This is an optimization exercise on Yosys and OpenROAD, whose aim is small area, a short achievable clock period and few clock cycles per item, not a production implementation.
Only simulation tests tie the RTL to the original design; equivalence was not proved.

==> trial 17: inputs <==
==> flow/design.v <==
package axi_lite_pkg;
    localparam int DATA_W = 32;
    localparam int STRB_W = 4;
    localparam logic [1:0] RESP_OKAY   = 2'b00;
    localparam logic [1:0] RESP_SLVERR = 2'b10;
endpackage
module axi_lite_regfile #(
    parameter int DEPTH = 32,
    parameter int IDX_W = 5
) (
    input  logic              i_clk,
    input  logic              i_srst,
    input  logic              i_we,
    input  logic [IDX_W-1:0]  i_waddr,
    input  logic [axi_lite_pkg::DATA_W-1:0] i_wdata,    
    input  logic [axi_lite_pkg::STRB_W-1:0] i_wstrb,
    input  logic              i_re,
    input  logic              i_rzero,
    input  logic [IDX_W-1:0]  i_raddr,
    output logic [axi_lite_pkg::DATA_W-1:0] o_rdata
);
    logic [axi_lite_pkg::DATA_W-1:0] r_mem [DEPTH];
    logic [DEPTH-1:0]                r_written;
    logic [axi_lite_pkg::DATA_W-1:0] r_rdata;
    always_ff @(posedge i_clk) begin
        if (i_srst) begin
            r_written <= '0;
        end else if (i_we) begin
            r_written[i_waddr] <= 1'b1;
        end
    end
    always_ff @(posedge i_clk) begin
        for (int k = 0; k < DEPTH; k++) begin
            for (int n = 0; n < axi_lite_pkg::STRB_W; n++) begin
                if (i_we && i_waddr == IDX_W'(k) && (i_wstrb[n] || !r_written[k])) begin
                    r_mem[k][8*n +: 8] <= i_wdata[8*n +: 8];
                end
            end
        end
    end
    always_ff @(posedge i_clk) begin
        if (i_re) begin
            r_rdata <= (i_rzero || !r_written[i_raddr]) ? {axi_lite_pkg::DATA_W{1'b0}} : r_mem[i_raddr];
        end
    end
    assign o_rdata = r_rdata;
endmodule
module axi_lite_slave_mem #(
    parameter int ADDR_WIDTH = 32,
    parameter int DATA_WIDTH = 32,
    parameter int DEPTH      = 32
) (
    input  logic                  s_axi_aclk,
    input  logic                  s_axi_areset,
    input  logic [ADDR_WIDTH-1:0] s_axi_awaddr,
    input  logic [2:0]            s_axi_awprot,
    input  logic                  s_axi_awvalid,
    output logic                  s_axi_awready,
    input  logic [DATA_WIDTH-1:0] s_axi_wdata,
    input  logic [3:0]            s_axi_wstrb,
    input  logic                  s_axi_wvalid,
    output logic                  s_axi_wready,
    output logic [1:0]            s_axi_bresp,
    output logic                  s_axi_bvalid,
    input  logic                  s_axi_bready,
    input  logic [ADDR_WIDTH-1:0] s_axi_araddr,
    input  logic [2:0]            s_axi_arprot,
    input  logic                  s_axi_arvalid,
    output logic                  s_axi_arready,
    output logic [DATA_WIDTH-1:0] s_axi_rdata,
    output logic [1:0]            s_axi_rresp,
    output logic                  s_axi_rvalid,
    input  logic                  s_axi_rready
);
    localparam int IDX_W = (DEPTH > 1) ? $clog2(DEPTH) : 1;
    localparam logic [ADDR_WIDTH-3:0] DEPTH_W = (ADDR_WIDTH-2)'(DEPTH);
    logic w_unused;
    assign w_unused = ^{s_axi_awprot, s_axi_arprot, s_axi_awaddr[1:0], s_axi_araddr[1:0]};
    logic                              r_awready, r_wready, r_arready;
    logic                              r_aw_v, r_aw_ok;
    logic [IDX_W-1:0]                  r_aw_idx;
    logic                              r_w_v;
    logic [axi_lite_pkg::DATA_W-1:0]   r_w_data;      
    logic [axi_lite_pkg::STRB_W-1:0]   r_w_strb;
    logic                              r_bvalid, r_berr, r_bsk_v, r_bsk_err;
    logic [1:0]                        r_blk;         
    logic                              r_ar0_v, r_ar0_ok, r_ar1_v, r_ar1_ok;
    logic [IDX_W-1:0]                  r_ar0_idx, r_ar1_idx;
    logic                              r_rvalid, r_rerr;
    logic [axi_lite_pkg::DATA_W-1:0]   w_rf_rdata;
    logic w_aw_hs, w_w_hs, w_ar_hs, w_b_take, w_commit, w_issue;
    assign w_aw_hs  = s_axi_awvalid & r_awready;
    assign w_w_hs   = s_axi_wvalid  & r_wready;
    assign w_ar_hs  = s_axi_arvalid & r_arready;
    assign w_b_take = r_bvalid & s_axi_bready;
    assign w_commit = r_aw_v & r_w_v & ~r_bsk_v & (r_blk == 2'd0);
    assign w_issue  = r_ar0_v & (~r_rvalid | s_axi_rready);
    logic w_aw_in_ok, w_ar_in_ok;
    assign w_aw_in_ok = (s_axi_awaddr[ADDR_WIDTH-1:2] < DEPTH_W);
    assign w_ar_in_ok = (s_axi_araddr[ADDR_WIDTH-1:2] < DEPTH_W);
    logic [axi_lite_pkg::DATA_W-1:0] w_in_data;
    always_comb begin
        for (int n = 0; n < axi_lite_pkg::STRB_W; n++) begin
            w_in_data[8*n +: 8] = s_axi_wdata[8*n +: 8] & {8{s_axi_wstrb[n]}};
        end
    end
    logic w_aw_v_nxt, w_w_v_nxt, w_bsk_v_nxt, w_pair_old;
    logic w_ar0_v_nxt, w_ar1_v_nxt;
    logic [1:0] w_blk_nxt, w_ar_left;
    assign w_aw_v_nxt = r_awready ? s_axi_awvalid : (r_aw_v & ~w_commit);
    assign w_w_v_nxt  = r_wready  ? s_axi_wvalid  : (r_w_v  & ~w_commit);
    assign w_bsk_v_nxt = r_bsk_v ? ~w_b_take : (w_commit & r_bvalid & ~s_axi_bready);
    assign w_ar_left = 2'(r_ar0_v) + 2'(r_ar1_v) - 2'(w_issue);
    assign w_pair_old = r_aw_v & r_w_v & ~w_commit;
    always_comb begin
        if (w_pair_old) begin
            w_blk_nxt = (r_blk != 2'd0 && w_issue) ? r_blk - 2'd1 : r_blk;
        end else if (w_aw_v_nxt & w_w_v_nxt) begin
            w_blk_nxt = w_ar_left;
        end else begin
            w_blk_nxt = 2'd0;
        end
    end
    assign w_ar0_v_nxt = (~r_ar0_v | w_issue) ? (r_ar1_v | w_ar_hs) : 1'b1;
    assign w_ar1_v_nxt = (~r_ar0_v | w_issue) ? (r_ar1_v & w_ar_hs) : (r_ar1_v | w_ar_hs);
    always_ff @(posedge s_axi_aclk) begin
        if (r_awready) begin
            r_aw_ok  <= w_aw_in_ok;
            r_aw_idx <= s_axi_awaddr[IDX_W+1:2];
        end
        if (r_wready) begin
            r_w_data <= w_in_data;
            r_w_strb <= s_axi_wstrb;
        end
        if (w_commit & (~r_bvalid | s_axi_bready)) begin
            r_berr <= ~r_aw_ok;
        end else if (r_bsk_v & s_axi_bready) begin
            r_berr <= r_bsk_err;
        end
        if (w_commit) begin
            r_bsk_err <= ~r_aw_ok;
        end
    end
    always_ff @(posedge s_axi_aclk) begin
        if (s_axi_areset) begin
            r_aw_v    <= 1'b0;
            r_w_v     <= 1'b0;
            r_awready <= 1'b1;
            r_wready  <= 1'b1;
            r_bvalid  <= 1'b0;
            r_bsk_v   <= 1'b0;
            r_blk     <= 2'd0;
        end else begin
            r_aw_v    <= w_aw_v_nxt;
            r_w_v     <= w_w_v_nxt;
            r_awready <= ~w_aw_v_nxt | (w_w_v_nxt & ~w_bsk_v_nxt & (w_blk_nxt == 2'd0));
            r_wready  <= ~w_w_v_nxt  | (w_aw_v_nxt & ~w_bsk_v_nxt & (w_blk_nxt == 2'd0));
            r_bvalid  <= r_bsk_v | w_commit | (r_bvalid & ~s_axi_bready);
            r_bsk_v   <= w_bsk_v_nxt;
            r_blk     <= w_blk_nxt;
        end
    end
    always_ff @(posedge s_axi_aclk) begin
        if (~r_ar0_v | w_issue) begin
            if (r_ar1_v) begin
                r_ar0_ok  <= r_ar1_ok;
                r_ar0_idx <= r_ar1_idx;
            end else begin
                r_ar0_ok  <= w_ar_in_ok;
                r_ar0_idx <= s_axi_araddr[IDX_W+1:2];
            end
        end
        if (w_ar_hs) begin
            r_ar1_ok  <= w_ar_in_ok;
            r_ar1_idx <= s_axi_araddr[IDX_W+1:2];
        end
        if (w_issue) begin
            r_rerr <= ~r_ar0_ok;
        end
    end
    always_ff @(posedge s_axi_aclk) begin
        if (s_axi_areset) begin
            r_ar0_v   <= 1'b0;
            r_ar1_v   <= 1'b0;
            r_arready <= 1'b1;
            r_rvalid  <= 1'b0;
        end else begin
            r_ar0_v   <= w_ar0_v_nxt;
            r_ar1_v   <= w_ar1_v_nxt;
            r_arready <= ~(w_ar0_v_nxt & w_ar1_v_nxt);
            r_rvalid  <= w_issue | (r_rvalid & ~s_axi_rready);
        end
    end
    axi_lite_regfile #(
        .DEPTH (DEPTH),
        .IDX_W (IDX_W)
    ) u_regfile (
        .i_clk   (s_axi_aclk),
        .i_srst  (s_axi_areset),
        .i_we    (w_commit & r_aw_ok),
        .i_waddr (r_aw_idx),
        .i_wdata (r_w_data),
        .i_wstrb (r_w_strb),
        .i_re    (w_issue),
        .i_rzero (~r_ar0_ok),
        .i_raddr (r_ar0_idx),
        .o_rdata (w_rf_rdata)
    );
    assign s_axi_awready = r_awready;
    assign s_axi_wready  = r_wready;
    assign s_axi_bvalid  = r_bvalid;
    assign s_axi_bresp   = r_berr ? axi_lite_pkg::RESP_SLVERR : axi_lite_pkg::RESP_OKAY;
    assign s_axi_arready = r_arready;
    assign s_axi_rvalid  = r_rvalid;
    assign s_axi_rresp   = r_rerr ? axi_lite_pkg::RESP_SLVERR : axi_lite_pkg::RESP_OKAY;
    assign s_axi_rdata   = w_rf_rdata;
endmodule
==> flow/run.sh <==
#!/bin/bash
# synth_recipe.tcl (not shown) runs the flow's synth.tcl, then flattens the netlist and writes it again
# the make line also repeats each setting of config.mk as NAME=value (left out here)
make -C /OpenROAD-flow-scripts/flow DESIGN_CONFIG=/design/flow/config.mk WORK_HOME=/design/flow/orfs CLKGATE_MAP_FILE= SYNTH_SCRIPT=/design/flow/synth_recipe.tcl finish
==> flow/config.mk <==
export PLATFORM = sky130hd
export DESIGN_NAME = axi_lite_slave_mem
export DESIGN_NICKNAME = axi_lite_slave_mem
export VERILOG_FILES = /design/flow/design.v
export SDC_FILE = /design/flow/constraint.sdc
export NUM_CORES = 4
export LEC_CHECK = 0
export CAP_MARGIN = 20
export CORE_MARGIN = 2
export CORE_UTILIZATION = 40
export SETUP_SLACK_MARGIN = 2.2
export SLEW_MARGIN = 20
==> flow/constraint.sdc <==
create_clock -name core_clock -period 4.0 [get_ports {s_axi_aclk}]
set_input_delay 0.8000 -clock core_clock [delete_from_list [all_inputs] [get_ports {s_axi_aclk}]]
set_output_delay 0.8000 -clock core_clock [all_outputs]
set_load 0.01 [all_outputs]
==> trial 2: changes against trial 17 <==
- ABC_CLOCK_PERIOD_IN_PS: default -> 1800
- CORE_UTILIZATION: 40 -> 65
==> comparison table <==
| item | trial 2 | trial 17 |
|---|---|---|
| Fraction of synthesis flops using an asynchronous set or reset pin | 0 | 0 |
| Cell area after placement | 50380 sq um | 51240 sq um |
| Dominant synthesized flop cell | sky130_fd_sc_hd__edfxtp_1 | sky130_fd_sc_hd__edfxtp_1 |
| Post-cts resize count | 545 | 572 |
| Gpl congestion | 1.126 | 1.046 |
| Status | stopped before the end | finished clean |
| Failing step | global routing | - |
| Buffers inserted by post-CTS timing repair | 338 | 312 |
| Number of buffers created by CTS | 111 | 113 |
| Multiplexer share of the synthesized area | 0.03622 | 0.03622 |
| Cell total after placement | 3850 | 4427 |
| Post-placement setup slack | 0.5343 ns | 0.5326 ns |
| Number of cell rows | 96 | 123 |
| Post-CTS Hold Buffers | 0 | 0 |
| Quantity of I/O buffers inserted on ports | 141 | 141 |
| Clock sink count | 1157 | 1157 |
| Horizontal die dimension | 268.3 microns | 340.9 microns |
| Hpwl dp | 104.4 mm | 111.1 mm |
| Starting density of the core | 0.6595 | 0.4035 |
| Height of the die | 268.3 microns | 340.9 microns |

## what the ideal ports hide
The results above use ideal ports. As a check the final layout listed here was re-extracted and re-timed, cells and wires unchanged.
Step 1 assumes that a clkbuf_16 drives the clock port and a buf_2 every other input.
Step 2 also shifts input and output timing later by t, the mid clock arrival at the registers, as if the neighbouring blocks saw the same clock.
a / b / c = ideal / step 1 / step 2; a / b = the first two.
run: trial 17
t (ns): 0.772
setup WS [ns]: 1.375 / 1.375 / 1.375
worst hold slack (ns): 0.548 / 0.548 / 0.548
worst register clock-pin slew, ns: 0.08 / 0.08
worst slew at a driven data input, ns: 0.05
After both steps trial 17 still meets setup and hold. For trial 17, drivers alone change the setup slack by 0.000 ns; drivers and shift together by 0.000 ns.
